From an optimization exercise on the open Yosys and OpenROAD flow, aimed at small area, a short achievable clock period and few clock cycles; shortcuts taken in it are not production practice.
At most, simulation tests tie the RTL to the original design; equivalence was not proved.
The RTL of run 5 was laid out without a check of its function.
No activity file was given, so power comes from the tool's default toggle rates.

### flow/config.mk
export PLATFORM = sky130hd
export DESIGN_NAME = ambient_light_backlight_controller
export DESIGN_NICKNAME = ambient_light_backlight_controller
export VERILOG_FILES = /design/flow/design.v
export SDC_FILE = /design/flow/constraint.sdc
export NUM_CORES = 4
export LEC_CHECK = 0
export CAP_MARGIN = 20
export CORE_MARGIN = 2
export CORE_UTILIZATION = 40
export SLEW_MARGIN = 20
### flow/run.sh
#!/bin/bash
# synth_recipe.tcl (not shown) runs the flow's synth.tcl, then flattens the netlist and writes it again
# the make line also repeats each setting of config.mk as NAME=value (left out here)
make -C /OpenROAD-flow-scripts/flow DESIGN_CONFIG=/design/flow/config.mk WORK_HOME=/design/flow/orfs CLKGATE_MAP_FILE= SYNTH_SCRIPT=/design/flow/synth_recipe.tcl finish
### flow/constraint.sdc
create_clock -name core_clock -period 10.0 [get_ports {clock}]
set_input_delay 2.0000 -clock core_clock [delete_from_list [all_inputs] [get_ports {clock}]]
set_output_delay 2.0000 -clock core_clock [all_outputs]
set_load 0.01 [all_outputs]
### flow/design.v
package als_pkg;
   localparam int LEVEL_W = 10;
   localparam logic [7:0]  ALPHA_UP_RST   = 8'd77;
   localparam logic [7:0]  ALPHA_DOWN_RST = 8'd20;
   localparam logic [9:0]  MIDPOINT_RST   = 10'd50;
   localparam logic [5:0]  BAND_RST       = 6'd6;
   localparam logic [2:0]  SHIFT_RST      = 3'd3;
   localparam logic [9:0]  MIN_LEVEL_RST  = 10'd2;
   localparam logic [9:0]  MAX_LEVEL_RST  = 10'd510;
   localparam logic [7:0]  SLIDER_RST     = 8'd128;
endpackage
module als_div_steps #(
   parameter int STEPS = 4
) (
   input  logic [16:0]      r_in,
   input  logic [16:0]      d,
   input  logic [STEPS-1:0] n_bits,    
   output logic [16:0]      r_out,
   output logic [STEPS-1:0] q_bits
);
   logic [16:0] r [STEPS+1];
   logic [17:0] t [STEPS];
   logic [18:0] diff [STEPS];
   always_comb begin
      r[0] = r_in;
      for (int s = 0; s < STEPS; s++) begin
         t[s]    = {r[s], n_bits[STEPS-1-s]};
         diff[s] = {1'b0, t[s]} - {2'b00, d};
         q_bits[STEPS-1-s] = !diff[s][18];
         r[s+1]  = diff[s][18] ? t[s][16:0] : diff[s][16:0];
      end
      r_out = r[STEPS];
   end
endmodule
module als_mul #(
   parameter int WA = 10,
   parameter int WB = 10
) (
   input  logic [WA-1:0]    a,
   input  logic [WB-1:0]    b,
   output logic [WA+WB-1:0] p
);
   localparam int W = WA + WB;
   logic [W-1:0] s [WB+1];
   logic [W-1:0] c [WB+1];
   logic [W-1:0] row [WB];
   always_comb begin
      for (int k = 0; k < WB; k++) begin
         row[k] = b[k] ? (W'(a) << k) : '0;
      end
      s[0] = '0;
      c[0] = '0;
      for (int k = 0; k < WB; k++) begin
         s[k+1] = s[k] ^ c[k] ^ row[k];
         c[k+1] = ((s[k] & c[k]) | (s[k] & row[k]) | (c[k] & row[k])) << 1;
      end
   end
   assign p = s[WB] + c[WB];
endmodule
module als_window (
   input  logic        clock,
   input  logic        reset,
   input  logic        wr_en,
   input  logic        clear,
   input  logic [15:0] wr_data,
   output logic [15:0] median
);
   logic [15:0] win_ff [5];
   logic [2:0]  count_ff;
   logic [2:0]  index_ff;
   logic        below_ff [5][5];
   logic [4:0]  le_new;
   logic [4:0]  valid;
   logic        below [5][5];
   logic [2:0]  rank [5];
   logic [2:0]  k_lo, k_hi;
   logic [15:0] lo, hi;
   logic [16:0] sum;
   always_comb begin
      for (int k = 0; k < 5; k++) begin
         le_new[k] = (win_ff[k] <= wr_data);
      end
   end
   always_ff @(posedge clock) begin
      if (wr_en) begin
         win_ff[index_ff] <= wr_data;
         for (int p = 0; p < 5; p++) begin
            for (int q = p + 1; q < 5; q++) begin
               if (3'(q) == index_ff) begin
                  below_ff[p][q] <= le_new[p];
               end else if (3'(p) == index_ff) begin
                  below_ff[p][q] <= !le_new[q];
               end
            end
         end
      end
   end
   always_ff @(posedge clock) begin
      if (reset) begin
         count_ff <= '0;
         index_ff <= '0;
      end else if (clear) begin
         count_ff <= '0;
         index_ff <= '0;
      end else if (wr_en) begin
         index_ff <= (index_ff == 3'd4) ? 3'd0 : index_ff + 3'd1;
         if (count_ff != 3'd5) begin
            count_ff <= count_ff + 3'd1;
         end
      end
   end
   always_comb begin
      for (int i = 0; i < 5; i++) begin
         valid[i] = (3'(i) < count_ff);
      end
      for (int p = 0; p < 5; p++) begin
         below[p][p] = 1'b0;
         for (int q = p + 1; q < 5; q++) begin
            below[p][q] = below_ff[p][q];
            below[q][p] = !below_ff[p][q];
         end
      end
      for (int i = 0; i < 5; i++) begin
         rank[i] = 3'd0;
         for (int j = 0; j < 5; j++) begin
            if (j != i) begin
               rank[i] = rank[i] + 3'(valid[j] & below[j][i]);
            end
         end
      end
      k_lo = (count_ff - 3'd1) >> 1;
      k_hi = count_ff >> 1;
      lo = '0;
      hi = '0;
      for (int i = 0; i < 5; i++) begin
         if (valid[i] && rank[i] == k_lo) lo = lo | win_ff[i];
         if (valid[i] && rank[i] == k_hi) hi = hi | win_ff[i];
      end
      sum = {1'b0, lo} + {1'b0, hi};
   end
   assign median = sum[16:1];
endmodule
module ambient_light_backlight_controller (
   input  logic       clock,
   input  logic       reset,
   input  logic        req_valid,
   output logic        req_ready,
   input  logic        req_kind,
   input  logic [15:0] req_lux_sample,
   input  logic        req_auto_mode,
   input  logic        req_slider_valid,
   input  logic [7:0]  req_slider_level,
   output logic        rsp_valid,
   input  logic        rsp_ready,
   output logic [9:0]  rsp_backlight_level,
   output logic        rsp_level_written,
   output logic [9:0]  rsp_target_level,
   output logic [15:0] rsp_filtered_lux,
   input  logic       csr_wr_en,
   input  logic [2:0] csr_index,
   input  logic [9:0] csr_wr_data
);
   logic [7:0]  alpha_up_ff, alpha_down_ff;
   logic [9:0]  midpoint_ff;
   logic [5:0]  band_ff;
   logic [2:0]  shift_ff;
   logic [9:0]  min_ff, max_ff;
   logic [20:0]        kdiv_ff;
   logic signed [10:0] span_ff;
   logic [9:0]         span_abs_ff;
   logic        ready_ff;
   logic        req_fire, tick_fire, samp_fire, mode_change;
   logic        last_mode_ff, last_mode_valid_ff;
   logic [7:0]  manual_ff;
   logic [15:0] med_val;
   logic [23:0] filt_ff;
   logic [7:0]  last_slider_ff;
   logic        last_slider_valid_ff;
   logic signed [10:0] offset_ff;
   logic [9:0]  goal_ff;
   logic        goal_valid_ff;
   logic [9:0]  cur_ff;
   logic        cur_valid_ff;
   logic        v1, v2, v2b, v2c, v3, v4;
   logic        ld1, ld2, ld2b, ld2c, ld3, ld4, ld_rsp;
   logic [15:0] med1;
   logic        am1, mc1, sv1;
   logic [7:0]  sw1;
   logic        am2, mc2, cap2;
   logic [17:0] sprod2;
   logic        am2b, mc2b, cap2b;
   logic [9:0]  smap2b;
   logic [16:0] rem2b, den2b;
   logic [7:0]  xlo2b;
   logic [1:0]  q2b;
   logic        am2c, mc2c, cap2c;
   logic [9:0]  smap2c;
   logic [16:0] rem2c, den2c;
   logic [4:0]  xlo2c;
   logic [4:0]  q2c;
   logic        v2d, ld2d;
   logic        am2d, mc2d, cap2d;
   logic [9:0]  smap2d;
   logic [16:0] rem2d, den2d;
   logic [1:0]  xlo2d;
   logic [7:0]  q2d;
   logic        am3, mc3, cap3;
   logic [9:0]  smap3;
   logic [15:0] flux3;
   logic [9:0]  auto3;
   logic        am4;
   logic [9:0]  dest4;
   logic [15:0] flux4;
   logic        rsp_valid_ff;
   logic        rsp_written_ff;
   logic [9:0]  rsp_target_ff;
   logic [15:0] rsp_flux_ff;
   assign req_ready   = ready_ff;
   assign req_fire    = req_valid && ready_ff && !reset;
   assign tick_fire   = req_fire && req_kind;
   assign samp_fire   = req_fire && !req_kind;
   assign mode_change = !last_mode_valid_ff || (req_auto_mode != last_mode_ff);
   assign ld_rsp = !rsp_valid_ff || rsp_ready;
   assign ld4    = !v4 || ld_rsp;
   assign ld3    = !v3 || ld4;
   assign ld2d   = !v2d || ld3;
   assign ld2c   = !v2c || ld2d;
   assign ld2b   = !v2b || ld2c;
   assign ld2    = !v2 || ld2b;
   assign ld1    = !v1 || ld2;
   logic v1_n, v2_n, v2b_n, v2c_n, v2d_n, v3_n, v4_n, rv_n;
   assign v1_n  = ld1 ? tick_fire : v1;
   assign v2_n  = ld2 ? v1 : v2;
   assign v2b_n = ld2b ? v2 : v2b;
   assign v2c_n = ld2c ? v2b : v2c;
   assign v2d_n = ld2d ? v2c : v2d;
   assign v3_n  = ld3 ? v2d : v3;
   assign v4_n  = ld4 ? v3 : v4;
   assign rv_n  = ld_rsp ? v4 : rsp_valid_ff;
   always_ff @(posedge clock) begin
      if (reset) begin
         v1 <= 1'b0; v2 <= 1'b0; v2b <= 1'b0; v2c <= 1'b0; v2d <= 1'b0;
         v3 <= 1'b0; v4 <= 1'b0;
         rsp_valid_ff <= 1'b0;
         ready_ff     <= 1'b1;
      end else begin
         v1 <= v1_n; v2 <= v2_n; v2b <= v2b_n; v2c <= v2c_n; v2d <= v2d_n;
         v3 <= v3_n; v4 <= v4_n;
         rsp_valid_ff <= rv_n;
         ready_ff     <= !(v1_n && v2_n && v2b_n && v2c_n && v2d_n && v3_n && v4_n && rv_n);
      end
   end
   always_ff @(posedge clock) begin
      if (reset) begin
         alpha_up_ff   <= als_pkg::ALPHA_UP_RST;
         alpha_down_ff <= als_pkg::ALPHA_DOWN_RST;
         midpoint_ff   <= als_pkg::MIDPOINT_RST;
         band_ff       <= als_pkg::BAND_RST;
         shift_ff      <= als_pkg::SHIFT_RST;
         min_ff        <= als_pkg::MIN_LEVEL_RST;
         max_ff        <= als_pkg::MAX_LEVEL_RST;
      end else if (csr_wr_en) begin
         case (csr_index)
            3'd0: alpha_up_ff   <= csr_wr_data[7:0];
            3'd1: alpha_down_ff <= csr_wr_data[7:0];
            3'd2: midpoint_ff   <= csr_wr_data;
            3'd3: band_ff       <= csr_wr_data[5:0];
            3'd4: shift_ff      <= csr_wr_data[2:0];
            3'd5: min_ff        <= csr_wr_data;
            3'd6: max_ff        <= csr_wr_data;
            default: begin
            end
         endcase
      end
   end
   logic [19:0] max_mid;
   als_mul #(.WA(10), .WB(10)) u_max_mid (
      .a (max_ff),
      .b (midpoint_ff),
      .p (max_mid)
   );
   logic signed [10:0] span;
   assign span = $signed({1'b0, max_ff}) - $signed({1'b0, min_ff});
   always_ff @(posedge clock) begin
      kdiv_ff     <= {1'b0, max_mid} + {11'd0, midpoint_ff} - 21'd1;
      span_ff     <= span;
      span_abs_ff <= span[10] ? 10'(-span) : span[9:0];
   end
   als_window u_window (
      .clock   (clock),
      .reset   (reset),
      .wr_en   (samp_fire),
      .clear   (tick_fire && mode_change),
      .wr_data (req_lux_sample),
      .median  (med_val)
   );
   always_ff @(posedge clock) begin
      if (reset) begin
         last_mode_valid_ff <= 1'b0;
         manual_ff          <= als_pkg::SLIDER_RST;
      end else if (tick_fire) begin
         last_mode_ff       <= req_auto_mode;
         last_mode_valid_ff <= 1'b1;
         if (!req_auto_mode && req_slider_valid) begin
            manual_ff <= req_slider_level;
         end
      end
   end
   always_ff @(posedge clock) begin
      if (ld1) begin
         med1 <= mode_change ? 16'h0000 : med_val;
         am1  <= req_auto_mode;
         mc1  <= mode_change;
         sv1  <= req_slider_valid;
         sw1  <= (req_auto_mode || req_slider_valid) ? req_slider_level : manual_ff;
      end
   end
   logic [24:0] ema_err;
   logic        ema_fall;
   logic [7:0]  ema_alpha;
   logic [31:0] ema_e32;
   logic [31:0] ema_row [9];
   logic [31:0] ema_s [7];
   logic [31:0] ema_c [7];
   logic [31:0] ema_acc;
   logic [23:0] filt_new;
   function automatic logic [63:0] csa(input logic [31:0] a, input logic [31:0] b,
                                       input logic [31:0] c);
      logic [31:0] s, k;
      s = a ^ b ^ c;
      k = ((a & b) | (a & c) | (b & c)) << 1;
      csa = {s, k};
   endfunction
   assign ema_err   = {1'b0, med1, 8'h00} - {1'b0, filt_ff};
   assign ema_fall  = ema_err[24];
   assign ema_alpha = ema_fall ? alpha_down_ff : alpha_up_ff;
   assign ema_e32   = {{7{ema_err[24]}}, ema_err};
   always_comb begin
      for (int k = 0; k < 8; k++) begin
         ema_row[k] = ema_alpha[k] ? (ema_e32 << k) : 32'd0;
      end
      ema_row[8] = {filt_ff, {8{ema_fall}}};
      {ema_s[0], ema_c[0]} = csa(ema_row[0], ema_row[1], ema_row[2]);
      {ema_s[1], ema_c[1]} = csa(ema_row[3], ema_row[4], ema_row[5]);
      {ema_s[2], ema_c[2]} = csa(ema_row[6], ema_row[7], ema_row[8]);
      {ema_s[3], ema_c[3]} = csa(ema_s[0], ema_c[0], ema_s[1]);
      {ema_s[4], ema_c[4]} = csa(ema_c[1], ema_s[2], ema_c[2]);
      {ema_s[5], ema_c[5]} = csa(ema_s[3], ema_c[3], ema_s[4]);
      {ema_s[6], ema_c[6]} = csa(ema_s[5], ema_c[5], ema_c[4]);
   end
   assign ema_acc  = ema_s[6] + ema_c[6];
   assign filt_new = mc1 ? 24'd0 : ema_acc[31:8];
   logic [17:0] slider_prod;
   als_mul #(.WA(10), .WB(8)) u_slider_mul (
      .a (span_abs_ff),
      .b (sw1),
      .p (slider_prod)
   );
   logic ls_valid_in;
   logic cap1;
   assign ls_valid_in = !mc1 && last_slider_valid_ff;
   assign cap1        = sv1 && ls_valid_in && (sw1 != last_slider_ff);
   always_ff @(posedge clock) begin
      if (v1 && ld2) begin
         filt_ff <= filt_new;
         if (sv1) begin
            last_slider_ff       <= sw1;
            last_slider_valid_ff <= 1'b1;
         end else begin
            last_slider_valid_ff <= ls_valid_in;
         end
      end
      if (ld2) begin
         am2    <= am1;
         mc2    <= mc1;
         cap2   <= cap1;
         sprod2 <= slider_prod;
      end
   end
   logic [10:0] slider_ab;
   logic [2:0]  slider_k;
   logic [9:0]  smap_q;
   logic [9:0]  smap2;
   assign slider_ab = {1'b0, sprod2[17:8]} + {3'd0, sprod2[7:0]};
   assign slider_k  = 3'(slider_ab >= 11'd255) + 3'(slider_ab >= 11'd510)
                    + 3'(slider_ab >= 11'd765) + 3'(slider_ab >= 11'd1020);
   assign smap_q    = sprod2[17:8] + {7'd0, slider_k};
   assign smap2     = span_ff[10] ? (min_ff - smap_q) : (min_ff + smap_q);
   logic [20:0] x2;
   logic [16:0] d2;
   logic [16:0] rem2_out, rem2b_out, rem2c_out;
   logic [1:0]  q2_bits;
   logic [2:0]  q2b_bits;
   logic [2:0]  q2c_bits;
   logic [1:0]  q2d_bits;
   assign x2 = kdiv_ff + {5'd0, filt_ff[23:8]} + {20'd0, filt_ff[7]};
   assign d2 = {1'b0, filt_ff[23:8]} + {7'd0, midpoint_ff} + {16'd0, filt_ff[7]};
   als_div_steps #(.STEPS(2)) u_div_a (
      .r_in   ({6'd0, x2[20:10]}),
      .d      (d2),
      .n_bits (x2[9:8]),
      .r_out  (rem2_out),
      .q_bits (q2_bits)
   );
   always_ff @(posedge clock) begin
      if (ld2b) begin
         am2b   <= am2;
         mc2b   <= mc2;
         cap2b  <= cap2;
         smap2b <= smap2;
         rem2b  <= rem2_out;
         den2b  <= d2;
         xlo2b  <= x2[7:0];
         q2b    <= q2_bits;
      end
   end
   als_div_steps #(.STEPS(3)) u_div_b (
      .r_in   (rem2b),
      .d      (den2b),
      .n_bits (xlo2b[7:5]),
      .r_out  (rem2b_out),
      .q_bits (q2b_bits)
   );
   always_ff @(posedge clock) begin
      if (ld2c) begin
         am2c   <= am2b;
         mc2c   <= mc2b;
         cap2c  <= cap2b;
         smap2c <= smap2b;
         rem2c  <= rem2b_out;
         den2c  <= den2b;
         xlo2c  <= xlo2b[4:0];
         q2c    <= {q2b, q2b_bits};
      end
   end
   als_div_steps #(.STEPS(3)) u_div_c (
      .r_in   (rem2c),
      .d      (den2c),
      .n_bits (xlo2c[4:2]),
      .r_out  (rem2c_out),
      .q_bits (q2c_bits)
   );
   always_ff @(posedge clock) begin
      if (ld2d) begin
         am2d   <= am2c;
         mc2d   <= mc2c;
         cap2d  <= cap2c;
         smap2d <= smap2c;
         rem2d  <= rem2c_out;
         den2d  <= den2c;
         xlo2d  <= xlo2c[1:0];
         q2d    <= {q2c, q2c_bits};
      end
   end
   logic [9:0]  c2d;
   logic [15:0] flux2d;
   logic        auto_low;
   als_div_steps #(.STEPS(2)) u_div_d (
      .r_in   (rem2d),
      .d      (den2d),
      .n_bits (xlo2d),
      .r_out  (),
      .q_bits (q2d_bits)
   );
   assign c2d      = {q2d, q2d_bits};
   assign flux2d   = 16'(den2d - {7'd0, midpoint_ff});
   assign auto_low = (flux2d == 16'd0) || (span_ff < $signed({1'b0, c2d}));
   always_ff @(posedge clock) begin
      if (ld3) begin
         am3   <= am2d;
         mc3   <= mc2d;
         cap3  <= cap2d;
         smap3 <= smap2d;
         flux3 <= am2d ? flux2d : 16'd0;
         auto3 <= auto_low ? min_ff : (max_ff - c2d);
      end
   end
   logic signed [10:0] off_in;
   logic signed [12:0] tgt_sum;
   logic [9:0]         tgt;
   logic [9:0]         tgt_dist;
   logic               goal_move;
   logic [9:0]         goal_new;
   assign off_in   = mc3 ? 11'sd0 : offset_ff;
   assign tgt_sum  = cap3 ? $signed({3'b000, smap3})
                          : ($signed({3'b000, auto3}) + {{2{off_in[10]}}, off_in});
   always_comb begin
      if (tgt_sum < $signed({3'b000, min_ff})) begin
         tgt = min_ff;
      end else if (tgt_sum > $signed({3'b000, max_ff})) begin
         tgt = max_ff;
      end else begin
         tgt = tgt_sum[9:0];
      end
   end
   assign tgt_dist  = (tgt > goal_ff) ? (tgt - goal_ff) : (goal_ff - tgt);
   assign goal_move = mc3 || !goal_valid_ff || (tgt_dist > {4'b0000, band_ff});
   assign goal_new  = goal_move ? tgt : goal_ff;
   always_ff @(posedge clock) begin
      if (v3 && ld4) begin
         goal_ff       <= goal_new;
         goal_valid_ff <= 1'b1;
         offset_ff     <= cap3 ? ($signed({1'b0, smap3}) - $signed({1'b0, auto3})) : off_in;
      end
      if (ld4) begin
         am4   <= am3;
         dest4 <= am3 ? goal_new : smap3;
         flux4 <= flux3;
      end
   end
   logic       up4;
   logic [9:0] ramp_dist;
   logic [9:0] ramp_raw;
   logic [9:0] ramp_step;
   logic [9:0] cur_new;
   logic       cur_moves;
   assign up4       = dest4 > cur_ff;
   assign cur_moves = !cur_valid_ff || (cur_ff != dest4);
   assign ramp_dist = up4 ? (dest4 - cur_ff) : (cur_ff - dest4);
   assign ramp_raw  = ramp_dist >> shift_ff;
   assign ramp_step = (ramp_raw == 10'd0) ? 10'd1 : ramp_raw;
   always_comb begin
      if (!cur_valid_ff || !am4) begin
         cur_new = dest4;
      end else if (cur_ff == dest4) begin
         cur_new = cur_ff;
      end else if (up4) begin
         cur_new = cur_ff + ramp_step;
      end else begin
         cur_new = cur_ff - ramp_step;
      end
   end
   always_ff @(posedge clock) begin
      if (reset) begin
         cur_valid_ff <= 1'b0;
      end else if (v4 && ld_rsp) begin
         cur_valid_ff <= 1'b1;
      end
      if (v4 && ld_rsp) begin
         cur_ff         <= cur_new;
         rsp_written_ff <= cur_moves;
         rsp_target_ff  <= dest4;
         rsp_flux_ff    <= flux4;
      end
   end
   assign rsp_valid           = rsp_valid_ff;
   assign rsp_backlight_level = cur_ff;
   assign rsp_level_written   = rsp_written_ff;
   assign rsp_target_level    = rsp_target_ff;
   assign rsp_filtered_lux    = rsp_flux_ff;
endmodule
==> results of run 1 <==
repair_timing:
action | 4_1_cts | 5_1_grt
endpoints found under the hold margin | 0 | 0
buffers inserted | 0 | 11
resized for setup | 0 | 17
setup endpoints to repair | 0 | 70
state kept, by name, summed over array words and instances, names as in the netlist, 11 cells and up:
signal           flops
filt_ff             24
offset_ff           11
rem2c               17
rem2d               17
rem2b               17
den2b               17
rsp_flux_ff         16
sprod2              18
u_window.win_ff     80
den2d               17
med1                16
flux3               16
kdiv_ff             21
flux4               16
den2c               17
through the flow:
step	hold WS (ns)	worst slack [ns]	instances	area, um2	setup TNS [ns]
floorplan	0.400	1.19	5578	53400	0
global placement	0.400	0.572	7339	56300	0
detailed placement	0.405	0.491	7340	56300	0
CTS	0.414	0.472	7475	58900	0
global route	0.421	-0.0283	7486	59100	-0.0475
finish	0.412	0.488	7486	59100	0
power groups by stage:
stage / sequential [uW] / combinational (uW) / clock (uW)
2_1_floorplan: 3780 / 11300 / 0
3_3_place_gp: 4000 / 13800 / 0
3_5_place_dp: 4000 / 14000 / 0
4_1_cts: 3960 / 14100 / 2900
5_1_grt: 4000 / 16200 / 2980
6_report: 3950 / 14400 / 2830
metal layers:
layer	up-vias	global-route usage
li1	19300	-
met1	19200	0.285
met2	913	0.326
met3	243	0.0285
met4	4	0.0681
met5	-	0
synth_stat cells, drive strengths merged, types with 14 or more instances:
| library cell | count | area share |
|---|---|---|
| a211o | 14 | 0.0023 |
| a211oi | 31 | 0.0045 |
| a21boi | 48 | 0.0067 |
| a21o | 120 | 0.017 |
| a21oi | 307 | 0.029 |
| a222oi | 16 | 0.0030 |
| a22oi | 35 | 0.0050 |
| a31oi | 18 | 0.0021 |
| and2 | 76 | 0.0089 |
| and3 | 22 | 0.0026 |
| buf | 37 | 0.0033 |
| clkbuf | 99 | 0.0070 |
| dfxtp | 121 | 0.045 |
| edfxtp | 467 | 0.26 |
| fa | 341 | 0.13 |
| ha | 575 | 0.13 |
| inv | 707 | 0.050 |
| mux2 | 118 | 0.025 |
| mux2i | 80 | 0.015 |
| nand2 | 549 | 0.039 |
| nand2b | 68 | 0.0081 |
| nand3 | 91 | 0.0085 |
| nand4 | 39 | 0.0046 |
| nor2 | 463 | 0.033 |
| nor2b | 108 | 0.013 |
| nor3 | 92 | 0.0090 |
| o211ai | 35 | 0.0049 |
| o21a | 73 | 0.010 |
| o21ai | 216 | 0.021 |
| o21bai | 46 | 0.0067 |
| o31ai | 19 | 0.0028 |
| or3 | 20 | 0.0023 |
| xnor2 | 243 | 0.040 |
| xor2 | 101 | 0.017 |
cells by family (layout without fill, tap and decap cells):
kind of cell	after synthesis	in the layout
AOI/OAI and AO/OA	1083	1083
xor gates and xnor gates	347	347
adders and majority gates	917	917
buffers and inverters	846	986
DFF	588	588
muxes	200	200
other	1	2
and+or+nand+nor	1595	1595
cell type report:
class,instances,area [um2],area share
Tap cell,1768,2210,0.0374
Inverter,710,2670,0.0452
Clock inverter,47,556,0.00940
Timing Repair Buffer,141,1280,0.0217
Sequential cell,588,16400,0.278
Multi-Input combinational cell,4144,33900,0.574
Clock buffer,88,2020,0.0342
worst max-delay path, delay by kind of cell, from the launching register on:
| kind | cells | cell delay (ns) |
|---|---|---|
| simple gates | 6 | 1.28 |
| compound gates | 13 | 3.94 |
| flops | 1 | 0.54 |
| buf+inv | 4 | 0.57 |
| xor+xnor | 1 | 0.15 |
| fa+ha+maj | 6 | 2.73 |
worst min-delay path by stage:
stage	start	endpoint	slack [ns]	cells past startpoint
6_report	smap2d[8]	smap3[8]	0.41	0
5_1_grt	xlo2b[4]	xlo2c[4]	0.42	0
4_1_cts	flux4[13]	rsp_flux_ff[13]	0.41	0
3_5_place_dp	am2b	am2c	0.40	0
3_3_place_gp	smap2b[2]	smap2c[2]	0.40	0
2_1_floorplan	am1	am2	0.40	0
==> results.py, run 1 <==
metrics = {
    "status": {
        "outcome": "no timing/DRC/antenna violations",
    },
    "drt": {
        "finalWirelength_mm": 138,
        "top_layer": "met5",
        "remaining_drc_errors": 0,
        "postRouteAntennaNets": 0,
        "routed-wl-met3_mm": 7.01,
        "vias": 39700,
        "dr.pass1.iters": 7,
        "wire_per_inst_um": 18.4,
        "drtIter0Drc": 2682,
        "met2_length_mm": 61.8,
        "drt-met1-wl_mm": 64.7,
        "avgViaCountPerCell": 5.31,
    },
    "critical_path": {
        "end_kind": "flop",
        "crit_start": "filt_ff[0]",
        "arrival_ns": 9.93,
        "crit_type": "flop to flop",
        "r2r_start": "filt_ff[0]",
        "reg2reg_depth": 30,
        "cp_max_fo": 15,
        "start_kind": "flop",
        "reg2reg_to": "filt_ff[23]",
        "max_stage_delay_ns": 0.71,
        "endpoint": "filt_ff[23]",
        "crit_required_ns": 10.42,
        "critPathSlowestCell": "a311oi_1",
        "r2r_slack_ns": 0.49,
    },
    "floorplan": {
        "die_y_um": 369,
        "rows": 134,
        "die_w_um": 369,
        "core_um2": 133000,
        "fp.dieArea_um2": 136000,
        "pin_count": 84,
        "start_util": 0.402,
    },
    "finish": {
        "drive_above_1_share": 0.0656,
        "n_antenna_cell": 0,
        "layout_commonest_cell": "inv_1",
        "syn_to_final_growth_pct": 10.6,
        "fin_nets": 6619,
        "fin_util": 0.444,
        "mostFrequentLayoutCells": "701 x inv_1, 575 x ha_1, 547 x nand2_1",
        "fill_cells": 12600,
    },
    "timing": {
        "final-setup-viol-count": 0,
        "finalHoldViolCount": 0,
        "drv_slew": 0,
        "finalCritPeriodShare": 0.951,
        "finalCriticalPeriod_ns": 9.51,
        "clock.fmax_mhz": 105,
        "slew_headroom": 0.342,
        "clock_skew_ns": 0.0488,
        "tightest_slew_ns": 0.986,
    },
    "synth": {
        "ys_seq_area_frac": 0.308,
        "synthAdderAreaFrac": 0.263,
        "synth_top_flop_cell": "edfxtp_1",
        "synth_simple_gate_area_frac": 0.137,
        "synth_top_family_by_area": "adder cells",
        "syn_area_um2": 53400,
        "synth-edff-count": 467,
        "ys_seq_elements": 588,
        "synthCells": 5577,
        "synth-xor-area-share": 0.0577,
        "avgSynthCellArea_um2": 9.58,
        "synth_compound_area_frac": 0.133,
        "ys_types": 104,
        "yosysWarningCount": 24,
        "synthMuxAreaShare": 0.0407,
        "async_reset_ff_frac": 0,
    },
    "power": {
        "swShare": 0.440,
        "pwr-share-seq": 0.187,
        "total_leakage_power_uw": 0.0258,
        "pwr-share-comb": 0.679,
        "p_total_uw": 21100,
        "switching_power_uw": 9300,
        "power.internal_uw": 11800,
        "p_clk_frac": 0.134,
        "power_density_nw_per_um2": 358,
        "ir_drop_mv": 0.478,
    },
    "flow_run": {
        "max_cap_viol_count": 0,
    },
    "clock_network": {
        "cts-root-buf": "clkbuf_16",
        "hold_buffers": 0,
        "cts_tree": "built",
        "cts_buffers": 73,
        "htreeDepth": 3,
        "path_clk_slew_ns": 0.06,
        "insertion_delay_ns": 0.70,
        "cts.sinks": 588,
        "cts_buffer_depth": 3,
    },
    "placement": {
        "hpwl_mm": 109,
        "port_buffers": 83,
        "gp_routability_congestion": 0.896,
    },
    "global_route": {
        "grt_pass1_wl_mm": 221,
        "globalRouteOverflowTotal": 0,
        "grt_max_degree": 58,
        "antenna_found_initial": 3,
        "grt_pass1_vias": 40100,
        "track_usage": 0.205,
    },
    "min_path": {
        "min_path_type": "flop to flop",
    },
}
Testbench counts, summed over its fixed seeds: cycles 3,959.
==> run 2, diff against run 1 <==
--- a/flow/design.v
+++ b/flow/design.v
@@ -184,3 +184,3 @@
    logic        v1, v2, v2b, v2c, v3, v4;
-   logic        ld1, ld2, ld2b, ld2c, ld3, ld4, ld_rsp;
+   logic        ld1, ld2, ld2b, ld2c, ld3, ld4;
    logic [15:0] med1;
@@ -189,5 +189,5 @@
    logic        am2, mc2, cap2;
-   logic [17:0] sprod2;
+   logic [7:0]  sw2;
    logic        am2b, mc2b, cap2b;
-   logic [9:0]  smap2b;
+   logic [7:0]  sw2b;
    logic [16:0] rem2b, den2b;
@@ -196,3 +196,3 @@
    logic        am2c, mc2c, cap2c;
-   logic [9:0]  smap2c;
+   logic [7:0]  sw2c;
    logic [16:0] rem2c, den2c;
@@ -202,3 +202,3 @@
    logic        am2d, mc2d, cap2d;
-   logic [9:0]  smap2d;
+   logic [17:0] sprod2d;
    logic [16:0] rem2d, den2d;
@@ -213,6 +213,2 @@
    logic [15:0] flux4;
-   logic        rsp_valid_ff;
-   logic        rsp_written_ff;
-   logic [9:0]  rsp_target_ff;
-   logic [15:0] rsp_flux_ff;
    assign req_ready   = ready_ff;
@@ -222,4 +218,3 @@
    assign mode_change = !last_mode_valid_ff || (req_auto_mode != last_mode_ff);
-   assign ld_rsp = !rsp_valid_ff || rsp_ready;
-   assign ld4    = !v4 || ld_rsp;
+   assign ld4    = !v4 || rsp_ready;
    assign ld3    = !v3 || ld4;
@@ -230,3 +225,3 @@
    assign ld1    = !v1 || ld2;
-   logic v1_n, v2_n, v2b_n, v2c_n, v2d_n, v3_n, v4_n, rv_n;
+   logic v1_n, v2_n, v2b_n, v2c_n, v2d_n, v3_n, v4_n;
    assign v1_n  = ld1 ? tick_fire : v1;
@@ -238,3 +233,2 @@
    assign v4_n  = ld4 ? v3 : v4;
-   assign rv_n  = ld_rsp ? v4 : rsp_valid_ff;
    always_ff @(posedge clock) begin
@@ -243,3 +237,2 @@
          v3 <= 1'b0; v4 <= 1'b0;
-         rsp_valid_ff <= 1'b0;
          ready_ff     <= 1'b1;
@@ -248,4 +241,3 @@
          v3 <= v3_n; v4 <= v4_n;
-         rsp_valid_ff <= rv_n;
-         ready_ff     <= !(v1_n && v2_n && v2b_n && v2c_n && v2d_n && v3_n && v4_n && rv_n);
+         ready_ff     <= !(v1_n && v2_n && v2b_n && v2c_n && v2d_n && v3_n && v4_n);
       end
@@ -352,8 +344,2 @@
    assign filt_new = mc1 ? 24'd0 : ema_acc[31:8];
-   logic [17:0] slider_prod;
-   als_mul #(.WA(10), .WB(8)) u_slider_mul (
-      .a (span_abs_ff),
-      .b (sw1),
-      .p (slider_prod)
-   );
    logic ls_valid_in;
@@ -376,14 +362,5 @@
          cap2   <= cap1;
-         sprod2 <= slider_prod;
+         sw2    <= sw1;
       end
    end
-   logic [10:0] slider_ab;
-   logic [2:0]  slider_k;
-   logic [9:0]  smap_q;
-   logic [9:0]  smap2;
-   assign slider_ab = {1'b0, sprod2[17:8]} + {3'd0, sprod2[7:0]};
-   assign slider_k  = 3'(slider_ab >= 11'd255) + 3'(slider_ab >= 11'd510)
-                    + 3'(slider_ab >= 11'd765) + 3'(slider_ab >= 11'd1020);
-   assign smap_q    = sprod2[17:8] + {7'd0, slider_k};
-   assign smap2     = span_ff[10] ? (min_ff - smap_q) : (min_ff + smap_q);
    logic [20:0] x2;
@@ -409,3 +386,3 @@
          cap2b  <= cap2;
-         smap2b <= smap2;
+         sw2b   <= sw2;
          rem2b  <= rem2_out;
@@ -428,3 +405,3 @@
          cap2c  <= cap2b;
-         smap2c <= smap2b;
+         sw2c   <= sw2b;
          rem2c  <= rem2b_out;
@@ -442,2 +419,8 @@
    );
+   logic [17:0] slider_prod;
+   als_mul #(.WA(10), .WB(8)) u_slider_mul (
+      .a (span_abs_ff),
+      .b (sw2c),
+      .p (slider_prod)
+   );
    always_ff @(posedge clock) begin
@@ -447,3 +430,3 @@
          cap2d  <= cap2c;
-         smap2d <= smap2c;
+         sprod2d <= slider_prod;
          rem2d  <= rem2c_out;
@@ -454,2 +437,11 @@
    end
+   logic [10:0] slider_ab;
+   logic [2:0]  slider_k;
+   logic [9:0]  smap_q;
+   logic [9:0]  smap2d;
+   assign slider_ab = {1'b0, sprod2d[17:8]} + {3'd0, sprod2d[7:0]};
+   assign slider_k  = 3'(slider_ab >= 11'd255) + 3'(slider_ab >= 11'd510)
+                    + 3'(slider_ab >= 11'd765) + 3'(slider_ab >= 11'd1020);
+   assign smap_q    = sprod2d[17:8] + {7'd0, slider_k};
+   assign smap2d    = span_ff[10] ? (min_ff - smap_q) : (min_ff + smap_q);
    logic [9:0]  c2d;
@@ -535,17 +527,14 @@
          cur_valid_ff <= 1'b0;
-      end else if (v4 && ld_rsp) begin
+      end else if (v4 && rsp_ready) begin
          cur_valid_ff <= 1'b1;
       end
-      if (v4 && ld_rsp) begin
-         cur_ff         <= cur_new;
-         rsp_written_ff <= cur_moves;
-         rsp_target_ff  <= dest4;
-         rsp_flux_ff    <= flux4;
+      if (v4 && rsp_ready) begin
+         cur_ff <= cur_new;
       end
    end
-   assign rsp_valid           = rsp_valid_ff;
-   assign rsp_backlight_level = cur_ff;
-   assign rsp_level_written   = rsp_written_ff;
-   assign rsp_target_level    = rsp_target_ff;
-   assign rsp_filtered_lux    = rsp_flux_ff;
+   assign rsp_valid           = v4;
+   assign rsp_backlight_level = cur_new;
+   assign rsp_level_written   = cur_moves;
+   assign rsp_target_level    = dest4;
+   assign rsp_filtered_lux    = flux4;
 endmodule
--- a/flow/config.mk
+++ b/flow/config.mk
@@ -10,2 +10,3 @@
 export CORE_UTILIZATION = 40
+export SETUP_SLACK_MARGIN = 1.5
 export SLEW_MARGIN = 20
==> run 2 against run 1 <==
Compared with the run above:
- register-to-register slack better by 0.96 ns
- die area is 2.3% lower
- combinational power is 12% higher
- synthesized cell count is 1.5% lower
- first-iteration DRC count is 3.8% higher
- count of clock-buffer cells in the layout is 2 lower
- clock power is 6% lower
- sequential share of layout area is 2.3 points lower
- sequential power is 7.3% lower
- highest routed layer is now met4
==> results.py, run 2 <==
metrics = {
    "synth": {
        "synth_area_leaders": "edfxtp_1 25%, ha_1 14%, fa_1 13%",
        "async_reset_ff_frac": 0,
        "ys_seq_area_frac": 0.296,
        "yosysTopAreaCellShare": 0.250,
        "synth_top_flop_cell": "edfxtp_1",
        "yosysWarningCount": 24,
        "synth-edff-count": 434,
        "synthCells": 5492,
        "synth_top_cells_by_count": "690 x inv_1, 573 x ha_1, 566 x nand2_1",
        "avgSynthCellArea_um2": 9.50,
        "ys_seq_elements": 554,
        "syn_area_um2": 52200,
        "synth_top_area_cell": "edfxtp_1",
        "synthMostInstantiatedCell": "inv_1",
        "ys_types": 105,
    },
    "floorplan": {
        "pin_count": 84,
        "fp.dieArea_um2": 133000,
        "die_w_um": 365,
        "start_util": 0.403,
        "core_um2": 129000,
        "rows": 132,
        "die_y_um": 365,
    },
    "clock_network": {
        "insertion_delay_ns": 0.68,
        "htreeDepth": 3,
        "cts.sinks": 554,
        "cts-root-buf": "clkbuf_16",
        "cts_tree": "built",
        "cts_buffer_depth": 3,
        "cts_buffers": 70,
        "hold_buffers": 0,
        "path_clk_slew_ns": 0.07,
    },
    "global_route": {
        "track_usage": 0.207,
        "antenna_found_initial": 2,
        "globalRouteOverflowTotal": 0,
        "grt_pass1_vias": 39700,
        "grt_max_degree": 66,
        "grt_pass1_wl_mm": 218,
    },
    "timing": {
        "drv_slew": 0,
        "rsz0062_at_grt": "yes",
        "finalCriticalPeriod_ns": 8.77,
        "finalCritPeriodShare": 0.877,
        "setup-tns-final_ns": 0,
        "clock_skew_ns": 0.0311,
        "finalHoldViolCount": 0,
        "clock.fmax_mhz": 114,
        "final-setup-viol-count": 0,
        "tightest_slew_ns": 1.10,
        "slew_headroom": 0.267,
    },
    "placement": {
        "gp_routability_congestion": 0.906,
        "hpwl_mm": 107,
        "place_area_um2": 55300,
        "port_buffers": 83,
    },
    "drt": {
        "remaining_drc_errors": 0,
        "wire_per_inst_um": 18.2,
        "vias": 39800,
        "drtIter0Drc": 2785,
        "postRouteAntennaNets": 0,
        "avgViaCountPerCell": 5.27,
        "dr.pass1.iters": 8,
        "finalWirelength_mm": 138,
    },
    "finish": {
        "syn_to_final_growth_pct": 15.8,
        "multiInputGateArea_um2": 34900,
        "largest_reg_flops": 80,
        "regMostFlops": "u_window.win_ff",
        "biggestRegsByFlops": "u_window.win_ff x80, filt_ff x24, kdiv_ff x21",
        "layout_commonest_cell": "inv_1",
        "fin_area_um2": 60400,
        "fin_nets": 6723,
        "mostFrequentLayoutCells": "676 x inv_1, 559 x nand2_1, 551 x ha_1",
        "n_antenna_cell": 0,
        "regArea_um2": 15400,
        "drive_above_1_share": 0.129,
        "fill_cells": 12300,
    },
    "critical_path": {
        "cpMostUsedCell": "a21o_1",
        "arrival_ns": 6.77,
        "start_kind": "flop",
        "crit_type": "flop to output pin",
        "max_stage_delay_ns": 0.43,
        "critPathSlowestCell": "a221o_2",
        "cp_max_fo": 5,
        "end_kind": "output pin",
        "crit_required_ns": 8.00,
    },
    "status": {
        "outcome": "no timing/DRC/antenna violations",
    },
    "power": {
        "power_density_nw_per_um2": 371,
        "ir_drop_mv": 0.349,
        "total_leakage_power_uw": 0.0265,
    },
    "flow_run": {
        "max_cap_viol_count": 0,
    },
    "min_path": {
        "min_path_type": "flop to flop",
    },
}
run 2: cell count changes after synthesis, sizes merged, moves of 9 or more:
| cell | previous run | this run |
|---|---|---|
| xnor2 | 243 | 233 |
| clkbuf | 99 | 109 |
| o21a | 73 | 55 |
| xor2 | 101 | 121 |
| nand3 | 91 | 103 |
| nand2 | 549 | 567 |
| edfxtp | 467 | 434 |
| nor2 | 463 | 417 |
| a31oi | 18 | 27 |
| buf | 37 | 27 |
| a222oi | 16 | 32 |
| a22oi | 35 | 5 |
| inv | 707 | 692 |
run 2: through the flow:
step	hold slack (ns)	total power (uW)	std cells	setup slack [ns]	util
4_1_cts	0.414	21200	7471	1.08	0.455
6_report	0.412	22400	7563	1.23	0.467
3_3_place_gp	0.401	17300	7253	0.315	0.427
2_1_floorplan	0.400	14800	5493	1.51	-
5_1_grt	0.423	24500	7563	0.883	0.467
3_5_place_dp	0.405	17500	7253	0.253	0.427
run 2: kinds of logic after synthesis:
logic type | share of synthesized area
muxes | 0.0423
xor gates and xnor gates | 0.0597
AOI/OAI and AO/OA | 0.133
adders and majority gates | 0.268
and+or+nand+nor | 0.140
buffers and inverters | 0.0612
other | 0.0000719
DFF | 0.296
run 2: worst max-delay path, delay by kind of cell, from the launching register on:
family / cells / cell delay (ns)
AND/OR/NAND/NOR: 8 / 0.74
XOR/XNOR: 1 / 0.14
flip-flops: 1 / 0.40
buffers and inverters: 4 / 0.44
multiplexers: 1 / 0.29
adder cells (fa/ha/maj): 4 / 0.93
AO/OA/AOI/OAI: 15 / 3.14
run 2: path summary, 6_finish.rpt:
check	from	endpoint	slack (ns)	cells past startpoint
worst max register to register	mc3	dest4[1]	1.45	42
worst min register to register	mc2	mc2b	0.41	0
worst min-delay path	mc2	mc2b	0.41	0
worst max-delay path	dest4[0]	rsp_backlight_level[9]	1.23	33
run 2: layer usage:
metal	track usage	part of all wire	vias to the layer above	wire (um)
met3	0.0253	0.043	193	5880
met5	0	0	-	0
met1	0.278	0.46	19400	63000
met2	0.352	0.48	833	65400
met4	0.0535	0.025	0	3430
li1	-	-	19500	-
run 2: layout make-up:
type                    count  share of cell area
repair inverters            1            0.000124
well taps                1742              0.0361
repair buffers            331              0.0466
flip-flops and latches    554               0.255
multi-input cells        4108               0.578
clock buffers              86              0.0315
inverters                 698              0.0437
clock inverters            43             0.00861
run 2: repair_timing:
action | 4_1_cts | 5_1_grt
gates cloned | 3 | 2
endpoints found under the setup margin | 93 | 99
hold endpoints to repair | 0 | 0
pin swaps | 57 | 129
resized for setup | 133 | 195
setup buffers | 86 | 90
run 2: power by group:
| part | internal, uW | switching, uW |
|---|---|---|
| combinational | 7790 | 8280 |
| clock | 1580 | 1090 |
| sequential | 3350 | 314 |
| total | 12700 | 9680 |
Testbench counts of run 2, summed over its fixed seeds: cycles 3,920.
==> run 3, diff against run 2 <==
--- a/flow/config.mk
+++ b/flow/config.mk
@@ -10,3 +10,2 @@
 export CORE_UTILIZATION = 40
-export SETUP_SLACK_MARGIN = 1.5
 export SLEW_MARGIN = 20
==> run 3 against run 2 <==
Compared with the run above:
- worst hold slack lost 0.00076 ns
- via count decreased by 2.5%
- synthesized cell count did not move
- largest power group unchanged
- design area down 4.3%
- still clean on timing, DRC and antenna
- critical endpoint is now rsp_backlight_level[7]
- first-iteration DRC count fell by 11%
- combinational power is 13% lower
==> results.py, run 3 <==
metrics = {
    "synth": {
        "avgSynthCellArea_um2": 9.50,
        "ys_seq_elements": 554,
        "synth_top_cells_by_count": "690 x inv_1, 573 x ha_1, 566 x nand2_1",
        "synthMostInstantiatedCell": "inv_1",
        "synth_top_flop_cell": "edfxtp_1",
        "syn_area_um2": 52200,
        "synth_top_area_cell": "edfxtp_1",
        "synth-edff-count": 434,
        "synthCells": 5492,
        "ys_seq_area_frac": 0.296,
        "yosysWarningCount": 24,
        "synth_area_leaders": "edfxtp_1 25%, ha_1 14%, fa_1 13%",
        "ys_types": 105,
        "async_reset_ff_frac": 0,
        "yosysTopAreaCellShare": 0.250,
    },
    "drt": {
        "avgViaCountPerCell": 5.26,
        "postRouteAntennaNets": 0,
        "finalWirelength_mm": 135,
        "drtIter0Drc": 2473,
        "wire_per_inst_um": 18.2,
        "remaining_drc_errors": 0,
        "vias": 38900,
        "dr.pass1.iters": 6,
    },
    "placement": {
        "post-place-ws_ns": 0.317,
        "gp_routability_congestion": 0.903,
        "hpwl_mm": 108,
        "port_buffers": 83,
    },
    "timing": {
        "clock_skew_ns": 0.0286,
        "finalHoldViolCount": 0,
        "final-setup-viol-count": 0,
        "slew_headroom": 0.321,
        "drv_slew": 0,
        "finalCriticalPeriod_ns": 9.50,
        "finalCritPeriodShare": 0.950,
        "worst_slack_ns": 0.499,
        "tightest_slew_ns": 1.02,
        "clock.fmax_mhz": 105,
    },
    "power": {
        "total_leakage_power_uw": 0.0254,
        "switching_power_uw": 8840,
        "p_clk_frac": 0.128,
        "pwr-share-comb": 0.692,
        "power.internal_uw": 11500,
        "pwr-share-seq": 0.181,
        "ir_drop_mv": 0.319,
        "p_total_uw": 20300,
        "power_density_nw_per_um2": 351,
        "swShare": 0.435,
    },
    "finish": {
        "regMostFlops": "u_window.win_ff",
        "n_antenna_cell": 0,
        "syn_to_final_growth_pct": 10.7,
        "layout_commonest_cell": "inv_1",
        "fin_util": 0.446,
        "fin_nets": 6549,
        "mostFrequentLayoutCells": "686 x inv_1, 571 x ha_1, 564 x nand2_1",
        "drive_above_1_share": 0.0718,
        "biggestRegsByFlops": "u_window.win_ff x80, filt_ff x24, kdiv_ff x21",
        "fill_cells": 12500,
        "largest_reg_flops": 80,
    },
    "status": {
        "outcome": "no timing/DRC/antenna violations",
    },
    "global_route": {
        "grt_max_degree": 56,
        "grt_pass1_vias": 38900,
        "antenna_found_initial": 0,
        "track_usage": 0.205,
        "globalRouteOverflowTotal": 0,
        "grt_pass1_wl_mm": 216,
    },
    "floorplan": {
        "die_y_um": 365,
        "die_w_um": 365,
        "pin_count": 84,
        "rows": 132,
        "fp.dieArea_um2": 133000,
        "core_um2": 129000,
        "start_util": 0.403,
    },
    "clock_network": {
        "htreeDepth": 3,
        "hold_buffers": 0,
        "cts_buffers": 69,
        "cts-root-buf": "clkbuf_16",
        "cts_buffer_depth": 3,
        "cts_tree": "built",
        "cts.sinks": 554,
        "path_clk_slew_ns": 0.06,
        "insertion_delay_ns": 0.66,
    },
    "critical_path": {
        "cp_max_fo": 6,
        "worst-path-buf-inv": 4,
        "crit_type": "flop to output pin",
        "crit_required_ns": 8.00,
        "end_kind": "output pin",
        "critPathTopFamily": "compound AO/OA/AOI/OAI gates",
        "max_stage_delay_ns": 0.60,
        "crit_start": "dest4[0]",
        "critPathSlowestCell": "clkdlybuf4s50_1",
        "start_kind": "flop",
        "r2r_start": "den2c[0]",
        "arrival_ns": 7.50,
    },
    "min_path": {
        "min_path_type": "flop to flop",
        "hold_start": "mc2c",
    },
    "flow_run": {
        "max_cap_viol_count": 0,
    },
}
run 3: cell counts after synthesis:
No cell type changed its count.
run 3: logic make-up after synthesis:
family / share of synthesized area
AND/OR/NAND/NOR: 0.140
other: 0.0000719
adder cells (fa/ha/maj): 0.268
multiplexers: 0.0423
flip-flops: 0.296
AO/OA/AOI/OAI: 0.133
XOR/XNOR: 0.0597
buffers and inverters: 0.0612
run 3: worst paths after layout:
check | endpoint | slack [ns] | cells past startpoint
max | rsp_backlight_level[7] | 0.50 | 32
min | mc2d | 0.41 | 0
max reg2reg | rem2d[15] | 0.66 | 37
min reg2reg | mc2d | 0.41 | 0
run 3: layout make-up:
| cell class | instances | area, um2 | area share |
|---|---|---|---|
| Sequential cell | 554 | 15400 | 0.267 |
| Timing Repair Buffer | 162 | 1430 | 0.0247 |
| Tap cell | 1742 | 2180 | 0.0377 |
| Clock buffer | 84 | 1890 | 0.0327 |
| Clock inverter | 40 | 453 | 0.00784 |
| Inverter | 698 | 2620 | 0.0453 |
| Multi-Input combinational cell | 4105 | 33800 | 0.585 |
run 3: metrics by stage:
stage	hold WS (ns)	TNS [ns]	instances	area, um2
after floorplan	0.400	0	5493	52200
after global placement	0.400	0	7255	55300
after detailed placement	0.405	0	7255	55300
after CTS	0.412	0	7379	57700
after global routing	0.420	-0.191	7385	57800
final	0.411	0	7385	57800
run 3: per-layer routing:
metal  part of all wire  vias up  global-route usage  wire length (um)
met5                  0        -                   0                 0
met4              0.025        0              0.0548              3310
met3              0.050      168              0.0251              6710
met2               0.47      901               0.343             62800
met1               0.46    18700               0.279             61800
li1                   -    19100                   -                 -
run 3: power groups by stage:
| stage | Sequential (uW) | Combinational (uW) | Clock, uW |
|---|---|---|---|
| 2_1_floorplan | 3550 | 11200 | 0 |
| 3_3_place_gp | 3720 | 13600 | 0 |
| 3_5_place_dp | 3720 | 13800 | 0 |
| 4_1_cts | 3680 | 14000 | 2660 |
| 5_1_grt | 3710 | 15900 | 2740 |
| 6_report | 3670 | 14000 | 2590 |
run 3: repair_timing:
| action | CTS | global route |
|---|---|---|
| pin swaps | 0 | 3 |
| buffers inserted | 0 | 6 |
| cloned | 0 | 0 |
| setup endpoints to repair | 1 | 73 |
| gates resized for setup | 4 | 23 |
==> run 4, diff against run 3 <==
--- a/flow/design.v
+++ b/flow/design.v
@@ -267,7 +267,7 @@
    end
-   logic [19:0] max_mid;
-   als_mul #(.WA(10), .WB(10)) u_max_mid (
-      .a (max_ff),
-      .b (midpoint_ff),
-      .p (max_mid)
+   logic [19:0] mul_p;
+   als_mul #(.WA(10), .WB(10)) u_mul (
+      .a (v2c ? span_abs_ff : max_ff),
+      .b (v2c ? {2'b00, sw2c} : midpoint_ff),
+      .p (mul_p)
    );
@@ -276,3 +276,5 @@
    always_ff @(posedge clock) begin
-      kdiv_ff     <= {1'b0, max_mid} + {11'd0, midpoint_ff} - 21'd1;
+      if (!v2c) begin
+         kdiv_ff <= {1'b0, mul_p} + {11'd0, midpoint_ff} - 21'd1;
+      end
       span_ff     <= span;
@@ -419,8 +421,2 @@
    );
-   logic [17:0] slider_prod;
-   als_mul #(.WA(10), .WB(8)) u_slider_mul (
-      .a (span_abs_ff),
-      .b (sw2c),
-      .p (slider_prod)
-   );
    always_ff @(posedge clock) begin
@@ -430,3 +426,3 @@
          cap2d  <= cap2c;
-         sprod2d <= slider_prod;
+         sprod2d <= mul_p[17:0];
          rem2d  <= rem2c_out;
==> run 4 against run 3 <==
Compared with the run above:
- via count rose by 0.22%
- worst hold slack worse by 0.0086 ns
- fmax is 1.1% lower
- area after synthesis fell by 2.4%
- worst setup slack got worse by 0.11 ns
- sequential power hardly changed
- non-clock buffer count increased by 1
- total power down 1.3%
- final cell count fell by 2.5%
- clock power rose by 4%
- die area fell by 2.4%
==> results.py, run 4 <==
metrics = {
    "global_route": {
        "grt_pass1_wl_mm": 216,
        "grt_max_degree": 68,
        "track_usage": 0.208,
        "globalRouteOverflowTotal": 0,
        "antenna_found_initial": 2,
        "grt_pass1_vias": 38500,
    },
    "timing": {
        "clock.fmax_mhz": 104,
        "drv_slew": 0,
        "rsz0062_at_grt": "no",
        "finalCriticalPeriod_ns": 9.61,
        "final-setup-viol-count": 0,
        "finalHoldViolCount": 0,
        "hold_ws_ns": 0.403,
        "finalCritPeriodShare": 0.961,
        "clock_skew_ns": 0.0388,
        "setup-tns-final_ns": 0,
        "tightest_slew_ns": 1.07,
        "slew_headroom": 0.285,
    },
    "clock_network": {
        "htreeDepth": 3,
        "cts.sinks": 554,
        "path_clk_slew_ns": 0.06,
        "insertion_delay_ns": 0.66,
        "cts-root-buf": "clkbuf_16",
        "cts_buffer_depth": 3,
        "cts_buffers": 70,
        "cts_tree": "built",
    },
    "critical_path": {
        "crit_type": "flop to output pin",
        "critPathTopFamily": "compound AO/OA/AOI/OAI gates",
        "start_kind": "flop",
        "worst-path-buf-inv": 4,
        "r2r_slack_ns": 0.67,
        "critPathSlowestCell": "clkdlybuf4s50_1",
        "end_kind": "output pin",
        "max_stage_delay_ns": 0.61,
        "crit_required_ns": 8.00,
        "cp_max_fo": 7,
        "cpMostUsedCell": "a21o_1",
        "arrival_ns": 7.61,
    },
    "drt": {
        "postRouteAntennaNets": 0,
        "dr.pass1.iters": 6,
        "remaining_drc_errors": 0,
        "finalWirelength_mm": 136,
        "vias": 38900,
        "avgViaCountPerCell": 5.41,
        "drtIter0Drc": 2583,
        "wire_per_inst_um": 18.9,
    },
    "finish": {
        "fin_util": 0.449,
        "largest_reg_flops": 80,
        "drive_above_1_share": 0.0710,
        "layout_commonest_cell": "inv_1",
        "biggestRegsByFlops": "u_window.win_ff x80, filt_ff x24, kdiv_ff x21",
        "mostFrequentLayoutCells": "651 x inv_1, 556 x ha_1, 505 x nand2_1",
        "fin_nets": 6379,
        "n_antenna_cell": 0,
        "syn_to_final_growth_pct": 11.1,
        "fill_cells": 11900,
        "regMostFlops": "u_window.win_ff",
    },
    "synth": {
        "yosysWarningCount": 20,
        "synthMostInstantiatedCell": "inv_1",
        "ys_seq_elements": 554,
        "ys_types": 90,
        "synth_top_flop_cell": "edfxtp_1",
        "synth-edff-count": 455,
        "yosysTopAreaCellShare": 0.268,
        "ys_seq_area_frac": 0.307,
        "synth_top_area_cell": "edfxtp_1",
        "async_reset_ff_frac": 0,
        "syn_area_um2": 50900,
        "synthCells": 5383,
        "synth_top_cells_by_count": "653 x inv_1, 556 x ha_1, 508 x nand2_1",
        "synth_area_leaders": "edfxtp_1 27%, ha_1 14%, fa_1 11%",
        "avgSynthCellArea_um2": 9.46,
    },
    "power": {
        "power_density_nw_per_um2": 354,
        "total_leakage_power_uw": 0.0246,
        "p_total_uw": 20000,
        "ir_drop_mv": 0.378,
    },
    "placement": {
        "port_buffers": 83,
        "gp_routability_congestion": 0.927,
        "hpwl_mm": 109,
    },
    "floorplan": {
        "rows": 130,
        "die_y_um": 361,
        "core_um2": 126000,
        "fp.dieArea_um2": 130000,
        "pin_count": 84,
        "start_util": 0.404,
        "die_w_um": 361,
    },
    "status": {
        "outcome": "no timing/DRC/antenna violations",
    },
    "min_path": {
        "min_path_type": "flop to flop",
    },
    "flow_run": {
        "max_cap_viol_count": 0,
    },
}
[run 4: changes by cell type after synthesis, sizes merged, moves of 20 or more]
cell    before  now
a22oi        5   41
a21oi      310  288
and2        80   36
dfxtp      120   99
nor2       417  443
nor3        86  106
o21ai      218  242
nand2      567  508
inv        692  655
fa         341  286
edfxtp     434  455
[run 4: cell families after synthesis]
logic type	synth area share
AND/OR/NAND/NOR	0.141
buffers and inverters	0.0587
multiplexers	0.0411
adder cells (fa/ha/maj)	0.249
other	0.0000736
AO/OA/AOI/OAI	0.142
XOR/XNOR	0.0611
flip-flops	0.307
[run 4: layout make-up]
class	instances	area, um2	share of cell area
flip-flops and latches	554	15600	0.276
multi-input cells	4045	32500	0.575
repair buffers	163	1430	0.0253
well taps	1650	2060	0.0365
clock inverters	46	622	0.0110
inverters	658	2470	0.0436
clock buffers	83	1850	0.0327
[run 4: metal layers]
layer / share of wire / up-vias / track usage / routed length [um]
li1: - / 19000 / - / -
met1: 0.46 / 18800 / 0.284 / 63300
met2: 0.47 / 917 / 0.348 / 63400
met3: 0.042 / 196 / 0.0214 / 5700
met4: 0.028 / 0 / 0.0632 / 3850
met5: 0 / - / 0 / 0
[run 4: what timing repair did]
item,4_1_cts,5_1_grt
endpoints found under the setup margin,1,30
resized for setup,6,22
hold buffers,0,0
pin swaps,2,4
setup buffers,4,2
[run 4: worst paths after layout]
kind               from                     end  depth (start not counted)
max reg2reg  filt_ff[0]             filt_ff[22]                         30
min                mc2c                    mc2d                          0
max            dest4[0]  rsp_backlight_level[7]                         31
min reg2reg        mc2c                    mc2d                          0
[run 4: power breakdown]
group / internal (uW) / switching (uW) / total, uW / leakage (uW)
logic: 6250 / 7380 / 13600 / 0.0179
clock network: 1630 / 1060 / 2700 / 0.00118
registers: 3400 / 305 / 3700 / 0.00548
total: 11300 / 8750 / 20000 / 0.0246
[run 4: per-stage QoR]
stage / setup WS [ns] / cell area [um2] / cells
finish: 0.391 / 56600 / 7199
global route: 0.0104 / 56600 / 7199
CTS: 0.0302 / 56500 / 7197
detailed placement: 0.339 / 54000 / 7064
global placement: 0.359 / 54000 / 7064
floorplan: 1.50 / 51000 / 5384
Testbench counts of run 4, summed over its fixed seeds: cycles 3,920.
==> run 5, diff against run 4 <==
--- a/flow/design.v
+++ b/flow/design.v
@@ -273,4 +273,3 @@
    );
-   logic signed [10:0] span;
-   assign span = $signed({1'b0, max_ff}) - $signed({1'b0, min_ff});
+   assign span_ff = $signed({1'b0, max_ff}) - $signed({1'b0, min_ff});
    always_ff @(posedge clock) begin
@@ -279,4 +278,3 @@
       end
-      span_ff     <= span;
-      span_abs_ff <= span[10] ? 10'(-span) : span[9:0];
+      span_abs_ff <= span_ff[10] ? 10'(-span_ff) : span_ff[9:0];
    end
--- a/flow/config.mk
+++ b/flow/config.mk
@@ -10,2 +10,3 @@
 export CORE_UTILIZATION = 40
+export SETUP_SLACK_MARGIN = 3.0
 export SLEW_MARGIN = 20
==> run 5 against run 4 <==
Compared with the run above:
- design area is 10% higher
- wire length is 8.9% higher
- fmax is 2.9% higher
- worst setup slack better by 0.27 ns
- clock power is 6% lower
- register-to-register slack better by 0.61 ns
- flip-flop and latch count is 10 lower
- clock skew is 0.0047 ns lower
==> results.py, run 5 <==
metrics = {
    "status": {
        "outcome": "no timing/DRC/antenna violations",
    },
    "finish": {
        "layout_commonest_cell": "inv_1",
        "drive_above_1_share": 0.209,
        "biggestRegsByFlops": "u_window.win_ff x80, filt_ff x24, kdiv_ff x21",
        "fin_nets": 6698,
        "syn_to_final_growth_pct": 23.6,
        "largest_reg_flops": 80,
        "n_antenna_cell": 0,
        "fin_util": 0.498,
        "mostFrequentLayoutCells": "605 x inv_1, 508 x ha_1, 478 x nand2_1",
        "fin_area_um2": 62600,
        "regMostFlops": "u_window.win_ff",
    },
    "clock_network": {
        "path_clk_slew_ns": 0.06,
        "cts-root-buf": "clkbuf_16",
        "insertion_delay_ns": 0.67,
        "cts_buffers": 68,
        "htreeDepth": 3,
        "hold_buffers": 0,
        "cts.sinks": 544,
        "cts_tree": "built",
        "cts_buffer_depth": 3,
    },
    "synth": {
        "synthCells": 5313,
        "syn_area_um2": 50600,
        "ys_types": 98,
        "synth_top_flop_cell": "edfxtp_1",
        "synth_top_area_cell": "edfxtp_1",
        "avgSynthCellArea_um2": 9.53,
        "synth_top_cells_by_count": "650 x inv_1, 556 x ha_1, 495 x nand2_1",
        "yosysWarningCount": 20,
        "async_reset_ff_frac": 0,
        "ys_seq_elements": 544,
        "ys_seq_area_frac": 0.305,
        "synth-edff-count": 455,
        "synth_area_leaders": "edfxtp_1 27%, ha_1 14%, fa_1 11%",
        "yosysTopAreaCellShare": 0.270,
        "synthMostInstantiatedCell": "inv_1",
    },
    "timing": {
        "finalHoldViolCount": 0,
        "drv_slew": 0,
        "setup-tns-final_ns": 0,
        "slew_headroom": 0.295,
        "final-setup-viol-count": 0,
        "rsz0062_at_grt": "yes",
        "clock_skew_ns": 0.0342,
        "finalCritPeriodShare": 0.934,
        "finalCriticalPeriod_ns": 9.34,
        "clock.fmax_mhz": 107,
        "tightest_slew_ns": 1.06,
    },
    "flow_run": {
        "max_cap_viol_count": 0,
    },
    "floorplan": {
        "pin_count": 84,
        "core_um2": 126000,
        "rows": 130,
        "fp.dieArea_um2": 129000,
        "die_w_um": 360,
        "start_util": 0.403,
        "die_y_um": 360,
    },
    "critical_path": {
        "max_stage_delay_ns": 0.51,
        "critPathSlowestCell": "mux4_2",
        "r2r_slack_ns": 1.28,
        "reg2reg_depth": 52,
        "reg2reg_to": "cur_ff[5]",
        "arrival_ns": 7.34,
        "crit_required_ns": 8.00,
        "end_kind": "output pin",
        "crit_type": "flop to output pin",
        "cpMostUsedCell": "buf_6",
        "start_kind": "flop",
        "cp_max_fo": 7,
        "r2r_start": "dest4[0]",
    },
    "drt": {
        "drtIter0Drc": 3011,
        "vias": 40700,
        "postRouteAntennaNets": 0,
        "finalWirelength_mm": 148,
        "remaining_drc_errors": 0,
        "wire_per_inst_um": 19.7,
        "dr.pass1.iters": 5,
        "avgViaCountPerCell": 5.41,
    },
    "power": {
        "power.internal_uw": 14800,
        "p_clk_frac": 0.099,
        "pwr-share-seq": 0.143,
        "swShare": 0.421,
        "switching_power_uw": 10800,
        "power_density_nw_per_um2": 410,
        "ir_drop_mv": 0.508,
        "pwr-share-comb": 0.758,
        "total_leakage_power_uw": 0.0273,
    },
    "global_route": {
        "grt_pass1_vias": 40500,
        "grt_max_degree": 68,
        "globalRouteOverflowTotal": 0,
        "track_usage": 0.223,
        "grt_pass1_wl_mm": 229,
        "antenna_found_initial": 2,
    },
    "placement": {
        "gp_routability_congestion": 0.910,
        "hpwl_mm": 109,
        "port_buffers": 83,
        "place_area_um2": 54300,
    },
    "min_path": {
        "min_path_type": "flop to flop",
        "hold_end": "sw2b[4]",
        "holdPathStages": 0,
        "hold_start": "sw2[4]",
    },
}
[run 5: changes by cell type in the layout (fill, tap and decap cells not counted), moves of 48 or more]
| cell | change |
|---|---|
| o21ai_0 | -88 |
| buf_4 | +275 |
| buf_6 | +75 |
| a21oi_1 | -63 |
| a21oi_2 | +53 |
| mux2_2 | -54 |
| mux2_4 | +53 |
| ha_1 | -48 |
[run 5: kinds of logic after synthesis]
kind of cell | after synthesis | share of synthesized area
simple gates | 1519 | 0.138
compound gates | 1082 | 0.142
fa+ha+maj | 842 | 0.251
buf+inv | 772 | 0.0582
flops | 544 | 0.305
xor+xnor | 350 | 0.0618
mux | 203 | 0.0444
other cells | 1 | 0.0000741
[run 5: per-layer routing]
layer	routed length, um	track usage
met3	7700	0.0304
met4	4500	0.0662
met2	68500	0.363
met5	14	0
met1	67700	0.310
[run 5: what timing repair did]
| action | 4_1_cts | 5_1_grt |
|---|---|---|
| pin swaps | 167 | 216 |
| setup buffers | 265 | 126 |
| cloned | 10 | 6 |
| endpoints found under the setup margin | 129 | 146 |
| resized for setup | 321 | 323 |
[run 5: through the flow]
stage / instances / total power [uW] / setup WS [ns] / hold WS (ns)
2_1_floorplan: 5314 / 15500 / 1.64 / 0.400
3_3_place_gp: 6983 / 18200 / 0.574 / 0.404
3_5_place_dp: 6983 / 18300 / 0.521 / 0.405
4_1_cts: 7382 / 23200 / 0.746 / 0.404
5_1_grt: 7515 / 27600 / 0.388 / 0.424
6_report: 7515 / 25600 / 0.660 / 0.407
[run 5: area by class of cell]
type / instances / area, um2
Tap cell: 1650 / 2060
Timing Repair inverter: 1 / 8.76
Clock buffer: 80 / 1830
Clock inverter: 44 / 424
Multi-Input combinational cell: 4004 / 35400
Inverter: 652 / 2500
Sequential cell: 544 / 15500
Timing Repair Buffer: 540 / 4880
Fill cell: 11400 / 63000
[run 5: power by group through the flow]
stage | logic (uW) | clock network (uW) | registers, uW
final | 19400 | 2530 | 3660
after global routing | 21300 | 2670 | 3690
after CTS | 16900 | 2590 | 3670
after detailed placement | 14600 | 0 | 3710
after global placement | 14500 | 0 | 3710
after floorplan | 11900 | 0 | 3560
[run 5: worst max-delay path, delay by kind of cell, from the launching register on]
family | cells | cell delay, ns
and+or+nand+nor | 7 | 0.91
AOI/OAI and AO/OA | 12 | 2.39
buffers and inverters | 6 | 0.55
adders and majority gates | 4 | 1.04
muxes | 3 | 1.10
DFF | 1 | 0.41
xor gates and xnor gates | 2 | 0.27
[run 5: how the worst max path moves through the flow]
stage                         from                     end  depth (start not counted)
final                     dest4[0]  rsp_backlight_level[9]                         34
after floorplan           xlo2b[7]               rem2c[10]                         44
after global routing      dest4[0]  rsp_backlight_level[9]                         34
after global placement    dest4[0]  rsp_backlight_level[9]                         32
after detailed placement  dest4[0]  rsp_backlight_level[9]                         32
after CTS                 dest4[0]  rsp_backlight_level[9]                         33

-- afterwards: timing with drivers on the ports --
How much do the figures lean on ideal ports? The routed layouts below were timed once more, with nothing changed but the port constraints. Step 1, drivers: a clkbuf_16 drives clock and a buf_2 each remaining input, both assumed. Step 2, shift: input delay + t, output delay - t, t = (earliest + latest rising clock arrival at the registers) / 2. This alone moves slack from input paths to output paths. a / b / c = ideal ports / drivers / drivers and shift; a / b = the first two.
run | shift t [ns] | setup slack, ns | clock arrival spread, ns
run 1 | 0.744 | 0.488 / 0.488 / 0.488 | 0.050 / 0.050
run 2 | 0.736 | 1.228 / 1.156 / 1.451 | 0.036 / 0.035
run 3 | 0.724 | 0.499 / 0.424 / 0.664 | 0.035 / 0.035
run 4 | 0.708 | 0.391 / 0.319 / 0.673 | 0.041 / 0.041
run 5 | 0.724 | 0.660 / 0.591 / 1.279 | 0.040 / 0.040
After both steps every run listed still meets setup and hold.
